What follows belongs to an exercise in optimizing a design on an open flow for small area, a short achievable clock period and few clock cycles per item; a production flow would make more cautious choices.
Only simulation tests tie the RTL to the original design; equivalence was not proved.

Setup of job 2677:
==> flow/design.v (excerpt) <==
module samplerz_top (
  input  logic               clk,
  input  logic               rst_n_i,
  input  logic               start_i,
  input  logic [31:0]        mu_i,
  input  logic [15:0]        inv_sigma_prime_i,
  input  logic [15:0]        inv_sigma_sqr_div_2_i,
  input  logic               falcon_type_i,
  input  logic               rand_val_i,
  input  logic [23:0]        rand_cdt_i,
  input  logic               rand_b_i,
  input  logic [7:0]         rand_8_i,
  output logic               dout_val_o,
  output logic signed [15:0] w_o,
  output logic               request_rand_o,
  output logic               busy_o
);
  logic        busy_q;
  logic        ph1_q, ph2_q;    
  logic        take_job;
  logic        hit, acc;
  logic        v1_q, v2_q, v3_q;
  assign busy_o   = busy_q;
  assign take_job = start_i & ~busy_q;
  always_ff @(posedge clk) begin
    if (!rst_n_i) begin
      busy_q         <= 1'b0;
      ph1_q          <= 1'b0;
      ph2_q          <= 1'b0;
      v1_q           <= 1'b0;
      v2_q           <= 1'b0;
      v3_q           <= 1'b0;
      dout_val_o     <= 1'b0;
      request_rand_o <= 1'b0;
    end else begin
      busy_q         <= busy_q ? ~hit : start_i;
      ph1_q          <= take_job;
      ph2_q          <= ph1_q;
      v1_q           <= rand_val_i & busy_q & ~hit;
      v2_q           <= v1_q & ~hit;
      v3_q           <= v2_q & ~hit;
      dout_val_o     <= hit;
      request_rand_o <= v3_q & ~acc;
    end
  end
  logic [15:0] r_q, fmu_q, isq_q, r2_q;   
  logic        ft_q;
  always_ff @(posedge clk) begin
    if (take_job) begin
      r_q   <= mu_i[15:0];
      fmu_q <= mu_i[31:16];
      isq_q <= inv_sigma_sqr_div_2_i;
      ft_q  <= falcon_type_i;
    end
  end
  logic [9:0] th;
  logic [3:0] z0_cnt;
  logic [3:0] m_1;    
  logic       b_1;
  logic [7:0] r8_1;
  assign th[0] = rand_cdt_i < 24'd10745844;
  assign th[1] = rand_cdt_i < 24'd5559083;
  assign th[2] = rand_cdt_i < 24'd2260429;
  assign th[3] = rand_cdt_i < 24'd708981;
  assign th[4] = rand_cdt_i < 24'd169348;
  assign th[5] = rand_cdt_i < 24'd30538;
  assign th[6] = rand_cdt_i < 24'd4132;
  assign th[7] = rand_cdt_i < 24'd417;
  assign th[8] = rand_cdt_i < 24'd31;
  assign th[9] = rand_cdt_i < 24'd1;
  ...
Settings: LEC_CHECK=0, CAP_MARGIN=20, CORE_MARGIN=2, CORE_UTILIZATION=60, SETUP_SLACK_MARGIN=5, SLEW_MARGIN=20, SYNTH_HIERARCHICAL=1, SYNTH_MINIMUM_KEEP_SIZE=0; clock period 11.0 ns.
standard.sh (not shown) runs the stock make flow with config.mk's settings and CLKGATE_MAP_FILE= SYNTH_SCRIPT=/design/flow/synth_recipe.tcl, a recipe that flattens the netlist after the stock synthesis.
==> flow/flow/run.sh <==
#!/bin/bash
# standard synthesis and layout, with the port buffers inserted as buf_1 cells
# (every input and output port still gets its own buffer)
set -euo pipefail
MARGIN=7
bash standard.sh synth > synth.log 2>&1
MK=$(grep '^make ' standard.sh | sed 's/ "\${@:-finish}"$//' | sed "s/SETUP_SLACK_MARGIN=[-0-9.]*/SETUP_SLACK_MARGIN=$MARGIN/")
eval "$MK \"BUFFER_PORTS_ARGS=-buffer_cell sky130_fd_sc_hd__buf_1\" finish" > layout.log 2>&1
bash standard.sh finish > write_def.log 2>&1
Job 2677 completed every stage of the flow, and the final layout passed the timing, DRC and antenna checks.
Testbench counts of job 2677, summed over its fixed seeds: cycles 13,624, samples 2,400.
### job 2677 -> job 5545
Settings: putting TNS_END_PERCENT at 10 where nothing was set.
--- a/flow/flow/run.sh
+++ b/flow/flow/run.sh
@@ -4,3 +4,3 @@
 set -euo pipefail
-MARGIN=7
+MARGIN=5
 bash standard.sh synth > synth.log 2>&1
[summary]
Relative to job 2677, wire length of the first global-routing pass has gone down in job 5545.
Job 5545 | status: complete | timing, DRC, antenna: pass
Job 5545 vs job 2677, top layer used by detailed routing: met4 vs met5
Going from job 2677 to job 5545, via count of the first global-routing pass went down, final setup slack of the worst path dropped 270 ps, half-perimeter wire length after detailed placement did not really move.
The inputs of job 2134 differ from those of job 5545 as listed below.
Settings: removing TNS_END_PERCENT (formerly 10).
--- a/flow/flow/run.sh
+++ b/flow/flow/run.sh
@@ -4,3 +4,3 @@
 set -euo pipefail
-MARGIN=5
+MARGIN=5.5
 bash standard.sh synth > synth.log 2>&1
Results
Job 2134 has completed all stages; timing, DRC and antenna checks passed. Clock tree buffer count of the final layout (job 2134 over job 5545): increase, 1. The origin of the worst setup path comes out two_q[1] in one run and mb_q[14] in the other, namely in job 2134 and job 5545 respectively. In job 2134, the total number of nets in the final design came out 74 above the value in job 5545. Compared to job 5545, job 2134 has fmax about 7% higher. Higher final cell count among job 5545 and job 2134: job 2134. Comparing job 5545 and job 2134, the lower worst-case setup margin in the final layout is on job 5545.
--- input diff job 2134..job 4964 ---
--- a/flow/flow/run.sh
+++ b/flow/flow/run.sh
@@ -4,3 +4,3 @@
 set -euo pipefail
-MARGIN=5.5
+MARGIN=5
 bash standard.sh synth > synth.log 2>&1
### Flow results
- Job 4964: no failed stages, no open violations at the end
- Cell with the largest stage delay on the worst path = dfxtp_2: job 4964; cell with the largest stage delay on the worst path = fa_2: job 2134
- Run comparison: job 4964 capturing element of the worst setup path r2_q[8]; job 2134 capturing element of the worst setup path r2_q[15]
- Summary of job 4964 over job 2134: worst setup slack has decreased.

* * *

Starting RTL as in the previous note.
// samplerz_top
module samplerz_top (
  input  logic               clk,
  input  logic               rst_n_i,
  input  logic               start_i,
  input  logic [31:0]        mu_i,
  input  logic [15:0]        inv_sigma_prime_i,
  input  logic [15:0]        inv_sigma_sqr_div_2_i,
  input  logic               falcon_type_i,
  input  logic               rand_val_i,
  input  logic [23:0]        rand_cdt_i,
  input  logic               rand_b_i,
  input  logic [7:0]         rand_8_i,
  output logic               dout_val_o,
  output logic signed [15:0] w_o,
  output logic               request_rand_o,
  output logic               busy_o
);
==> flow/config.mk <==
export PLATFORM = sky130hd
export DESIGN_NAME = samplerz_top
export DESIGN_NICKNAME = samplerz_top
export VERILOG_FILES = /design/flow/design.v
export SDC_FILE = /design/flow/constraint.sdc
export NUM_CORES = 4
export LEC_CHECK = 0
export CAP_MARGIN = 20
export CORE_MARGIN = 2
export CORE_UTILIZATION = 70
export SETUP_SLACK_MARGIN = 5
export SLEW_MARGIN = 20
export SYNTH_HIERARCHICAL = 1
export SYNTH_MINIMUM_KEEP_SIZE = 0
==> flow/constraint.sdc <==
create_clock -name core_clock -period 11.0 [get_ports {clk}]
set_input_delay 2.2000 -clock core_clock [delete_from_list [all_inputs] [get_ports {clk}]]
set_output_delay 2.2000 -clock core_clock [all_outputs]
set_load 0.01 [all_outputs]
==> flow/flow/run.sh <==
#!/bin/bash
# standard synthesis and layout, with the port buffers inserted as buf_1 cells
# (every input and output port still gets its own buffer)
set -euo pipefail
MARGIN=5
bash standard.sh synth > synth.log 2>&1
MK=$(grep '^make ' standard.sh | sed 's/ "\${@:-finish}"$//' | sed "s/SETUP_SLACK_MARGIN=[-0-9.]*/SETUP_SLACK_MARGIN=$MARGIN/")
eval "$MK \"BUFFER_PORTS_ARGS=-buffer_cell sky130_fd_sc_hd__buf_1\" finish" > layout.log 2>&1
bash standard.sh finish > write_def.log 2>&1
The baseline finished with timing, DRC and antenna clean.
Testbench counts at the start, summed over its fixed seeds: cycles 13,624, samples 2,400.
Edit:
--- a/flow/flow/run.sh
+++ b/flow/flow/run.sh
@@ -3,5 +3,5 @@
 # (every input and output port still gets its own buffer)
 set -euo pipefail
-MARGIN=5
+MARGIN=6
 bash standard.sh synth > synth.log 2>&1
 MK=$(grep '^make ' standard.sh | sed 's/ "\${@:-finish}"$//' | sed "s/SETUP_SLACK_MARGIN=[-0-9.]*/SETUP_SLACK_MARGIN=$MARGIN/")
- CORE_UTILIZATION: 70 -> 60
Final area rises by 11%.
Cell count rises by 8.0%.
Synthesized cell count stays the same.
Register-to-register slack improved by 0.34 ns.
Core utilization falls by 4.5 points.
Edit:
==> flow/run.sh (new file) <==
#!/bin/bash
# synth_recipe.tcl (not shown) runs the flow's synth.tcl, then flattens the netlist and writes it again
# the make line also repeats each setting of config.mk as NAME=value (left out here)
make -C /OpenROAD-flow-scripts/flow DESIGN_CONFIG=/design/flow/config.mk WORK_HOME=/design/flow/orfs CLKGATE_MAP_FILE= SYNTH_SCRIPT=/design/flow/synth_recipe.tcl finish
- CORE_UTILIZATION: 60 -> 40
removed: flow/flow/run.sh
removed: flow/standard.sh
Outcome: The changed run completed with no timing, DRC or antenna violations. Setup slack degrades by 0.36 ns. Synthesized cell count is unchanged. Area after synthesis stays the same. Global-route usage falls by 13 points. Cell area falls by 4.9%. Register-to-register slack degrades by 0.36 ns. Cell count rises by 4.7%. Fmax falls by 6.2%. Worst hold slack improves by 0.0058 ns.

## separate check: timing with driven ports
In the flow no input, the clock included, has a driving cell. The finished layouts below were timed again as built, in two steps.
Step 1 (the two cells are an assumption about what drives the block):
set clk [get_ports {clk}]
set_driving_cell -lib_cell sky130_fd_sc_hd__clkbuf_16 $clk
set_driving_cell -lib_cell sky130_fd_sc_hd__buf_2 [delete_from_list [all_inputs] $clk]
Step 2, shift: input delay + t, output delay - t, t = (earliest + latest rising clock arrival at the registers) / 2. This alone moves slack from input paths to output paths.
a / b / c = no drivers / after step 1 / after step 2; a / b = the first two.
run | t, ns | setup slack, ns | worst setup path after step 2 | worst slew at a driven data input, ns | pins driven straight from the clock port
job 2677 | 0.520 | 5.446 / 5.446 / 5.446 | register to register | 0.12 | 1
job 5545 | 0.530 | 5.172 / 5.172 / 5.172 | register to register | 0.07 | 1
job 2134 | 0.524 | 5.544 / 5.544 / 5.544 | register to register | 0.07 | 1
job 4964 | 0.527 | 5.212 / 5.212 / 5.212 | register to register | 0.07 | 1
the first run of note 2 | 0.504 | 5.189 / 5.189 / 5.189 | register to register | 0.05 | 1
the second run of note 2 | 0.520 | 5.532 / 5.532 / 5.532 | register to register | 0.06 | 1
the third run of note 2 | 0.541 | 5.173 / 5.173 / 5.173 | register to register | 0.11 | 1
After both steps every run listed still meets setup and hold.
